What follows belongs to an exercise in optimizing a design on an open flow for small area, a short achievable clock period and few clock cycles; a production flow would make more cautious choices. The RTL was checked by simulation tests, not by an equivalence proof against the original design. The clock port is modelled as an ideal driver, which makes a skipped or thinned clock tree look cheaper than it is; a real chip needs a root buffer or a tree.

xenon:
==> module fpa_classify, before the edit <==
module fpa_classify (
	input  logic [31:0]     i_a,
	input  logic [31:0]     i_b,
	input  logic [2:0]      i_e_cmp,    
	output fpa_pkg::st_a_t  o_st
);
	logic [7:0]  ea;
	logic [7:0]  eb;
	logic        a_zero;
	logic        b_zero;
	logic        a_ones;
	logic        b_ones;
	logic        a_nan;
	logic        b_nan;
	logic        a_inf;
	logic        b_inf;
	logic        nan_res;
	logic        a_ge_b;      
	logic        fa_ge;       
	logic        e_eq;        
	logic        ea_ge;       
	logic        eff_sub;
	logic [7:0]  e_big;
	logic [7:0]  e_sml;
	logic [7:0]  e_dist;
	logic [4:0]  shamt;       
	logic        sml_live;    
	logic [22:0] sml_frac;
	logic [22:0] big_frac;
	logic [26:0] sml_al;
	logic        neg_sml;
	logic [23:0] sml_m;
	logic [26:0] shifted;
	logic        sticky;
	assign ea = i_a[30:23];
	assign eb = i_b[30:23];
	assign a_zero = ~|ea;
	assign b_zero = ~|eb;
	assign a_ones = &ea;
	assign b_ones = &eb;
	assign a_nan  = a_ones & |i_a[22:0];
	assign b_nan  = b_ones & |i_b[22:0];
	assign a_inf  = a_ones & ~|i_a[22:0];
	assign b_inf  = b_ones & ~|i_b[22:0];
	assign nan_res = a_nan | b_nan | (a_inf & b_inf & (i_a[31] ^ i_b[31]));
	assign o_st.nan = nan_res;
	fpa_cmp_ge #(.W(31)) u_cmp (.i_a({8'h00, i_a[22:0]}), .i_b({8'h00, i_b[22:0]}), .o_ge(fa_ge));
	assign e_eq   = ea == eb;
	assign a_ge_b = ea_ge & (~e_eq | fa_ge);
	always_comb begin
		if (nan_res)
			o_st.sign = 1'b0;
		else if (a_zero & b_zero)
			o_st.sign = i_a[31] & i_b[31];
		else
			o_st.sign = a_ge_b ? i_a[31] : i_b[31];
	end
	assign eff_sub   = i_a[31] ^ i_b[31];
	assign e_big  = ea_ge ? ea : eb;
	assign e_sml  = ea_ge ? eb : ea;
	assign ea_ge  = i_e_cmp[2] | (i_e_cmp[1] & i_e_cmp[0]);
	assign e_dist = e_big - e_sml;
	assign sml_live = ~(a_zero | b_zero);
	assign shamt    = e_dist[4:0] | {5{|e_dist[7:5] | a_zero | b_zero}};
	assign o_st.exp      = e_big;
	assign big_frac      = a_ge_b ? i_a[22:0] : i_b[22:0];
	assign sml_frac      = a_ge_b ? i_b[22:0] : i_a[22:0];
	assign neg_sml = eff_sub;
	assign o_st.neg_sml = neg_sml;
	assign sml_m   = {1'b1, sml_frac};
	always_comb begin
		logic [26:0] v;
		v      = {sml_m, 3'b000};
		sticky = 1'b0;
		for (int k = 0; k < 5; k++) begin
			if (shamt[k]) begin
				sticky = sticky | |(v & ((27'd1 << (1 << k)) - 27'd1));
				v      = v >> (1 << k);
			end
		end
		shifted = v;
	end
	assign sml_al = {shifted[26:1], (shifted[0] | sticky) & sml_live};
	assign o_st.big_frac = big_frac;
	assign o_st.sml_x = sml_al ^ {27{neg_sml}};
endmodule
Settings: LEC_CHECK=0, ABC_AREA=1, CAP_MARGIN=20, CORE_MARGIN=2, CORE_UTILIZATION=60, CTS_CLUSTER_DIAMETER=100, CTS_CLUSTER_SIZE=30, SLEW_MARGIN=60; clock period 17.0 ns.
standard.sh (not shown) runs the stock make flow with config.mk's settings and CLKGATE_MAP_FILE= SYNTH_SCRIPT=/design/flow/synth_recipe.tcl, a recipe that flattens the netlist after the stock synthesis.
==> flow/flow/run.sh <==
#!/bin/bash
# The standard layout with three changes:
#  - synthesis maps adders with the rest of the logic (no separate half and
#    full adder cell extraction); registers come out as in the standard synthesis
#  - plain buffers (not delay cells) on the ports
#  - a clock tree one buffer level shallower (flow/post_cts.tcl)
# make's output goes to make.log; each ORFS step also logs under orfs/logs/.
set -euo pipefail
bash standard.sh ADDER_MAP_FILE= 'BUFFER_PORTS_ARGS=-buffer_cell sky130_fd_sc_hd__buf_2' "POST_CTS_TCL=$PWD/flow/post_cts.tcl" finish > make.log 2>&1
==> flow/flow/post_cts.tcl <==
# Clock tree with one buffer level less: the leaf buffers hang straight off
# the root buffer. The middle buffers go, their loads move to the root's net,
# and the balancing dummy loads, which drive nothing, go as well.
set block [ord::get_db_block]
set mids {}
set dummies {}
foreach inst [$block getInsts] {
  set name [$inst getName]
  if {[string match "clkbuf_1_*" $name]} { lappend mids $inst }
  if {[string match "clkload*" $name]} { lappend dummies $inst }
}
foreach inst $dummies {
  puts "post_cts: removing dummy load [$inst getName]"
  odb::dbInst_destroy $inst
}
foreach inst $mids {
  set in_net [[$inst findITerm A] getNet]
  set out_net [[$inst findITerm X] getNet]
  puts "post_cts: removing [$inst getName], loads of [$out_net getName] move to [$in_net getName]"
  set loads {}
  foreach it [$out_net getITerms] {
    if {[$it getInst] ne $inst} { lappend loads $it }
  }
  odb::dbInst_destroy $inst
  foreach it $loads {
    $it disconnect
    $it connect $in_net
  }
  odb::dbNet_destroy $out_net
}
Testbench counts of xenon, summed over its fixed seeds: cycles 12,032.
Edits applied to the flow inputs when going from xenon to amber:
diff --git a/flow/design.v b/flow/design.v
--- a/flow/design.v
+++ b/flow/design.v
@@ -92,26 +92,21 @@
 	assign e_sml  = ea_ge ? eb : ea;
 	assign ea_ge  = i_e_cmp[2] | (i_e_cmp[1] & i_e_cmp[0]);
 	assign e_dist = e_big - e_sml;
 	assign sml_live = ~(a_zero | b_zero);
-	assign shamt    = e_dist[4:0] | {5{|e_dist[7:5] | a_zero | b_zero}};
+	assign shamt    = (a_zero | b_zero | (e_dist > 8'd27)) ? 5'd27 : e_dist[4:0];
 	assign o_st.exp      = e_big;
 	assign big_frac      = a_ge_b ? i_a[22:0] : i_b[22:0];
 	assign sml_frac      = a_ge_b ? i_b[22:0] : i_a[22:0];
 	assign neg_sml = eff_sub;
 	assign o_st.neg_sml = neg_sml;
 	assign sml_m   = {1'b1, sml_frac};
+	assign shifted = {sml_m, 3'b000} >> shamt;
 	always_comb begin
-		logic [26:0] v;
-		v      = {sml_m, 3'b000};
 		sticky = 1'b0;
-		for (int k = 0; k < 5; k++) begin
-			if (shamt[k]) begin
-				sticky = sticky | |(v & ((27'd1 << (1 << k)) - 27'd1));
-				v      = v >> (1 << k);
-			end
+		for (int i = 0; i < 24; i++) begin
+			if (shamt > 5'(i + 3)) sticky = sticky | sml_m[i];
 		end
-		shifted = v;
 	end
 	assign sml_al = {shifted[26:1], (shifted[0] | sticky) & sml_live};
 	assign o_st.big_frac = big_frac;
 	assign o_st.sml_x = sml_al ^ {27{neg_sml}};
Results
Of the two candidates, xenon has the worse register-to-register slack and amber the better one.
Hold slack across xenon and amber: no real change.
Transition time at the pin with the least slew margin: amber vs xenon, no meaningful difference
Cmp amber vs xenon: die footprint higher in amber
Taking xenon as 1.0, amber lands at 1.09 on cell count.
Re via count: amber is 9.2% up on xenon.
From xenon to amber the numbers moved as follows: post-synthesis instance area +790 µm²; synthesized netlist cell count +183; number of optimization iterations in the first detailed-route pass +1; total DRC errors in the routed layout ~0 delta; multi-input combinational cell count +about 10%.
Testbench counts of amber, summed over its fixed seeds: cycles 12,032.

afterwards: timing with drivers on the ports:
In the flow no input, the clock included, has a driving cell. The finished layouts below were timed again as built, in two steps. Step 1 assumes that a clkbuf_16 drives the clock port and a buf_2 every other input. Step 2, shift: input delay + t, output delay - t, t = (earliest + latest rising clock arrival at the registers) / 2. This alone moves slack from input paths to output paths. Slacks: ideal ports / drivers / drivers and shift; pairs: ideal ports / drivers.
run	shift t [ns]	setup slack, ns	latest minus earliest clock arrival (ns)	worst register clock-pin slew, ns
xenon	0.442	12.687 / 12.641 / 12.488	0.051 / 0.050	0.11 / 0.11
amber	0.444	12.698 / 12.650 / 12.568	0.037 / 0.036	0.10 / 0.10
After both steps every run listed still meets setup and hold. For xenon, which loses most, drivers alone change the setup slack by -0.046 ns; drivers and shift together by -0.199 ns.
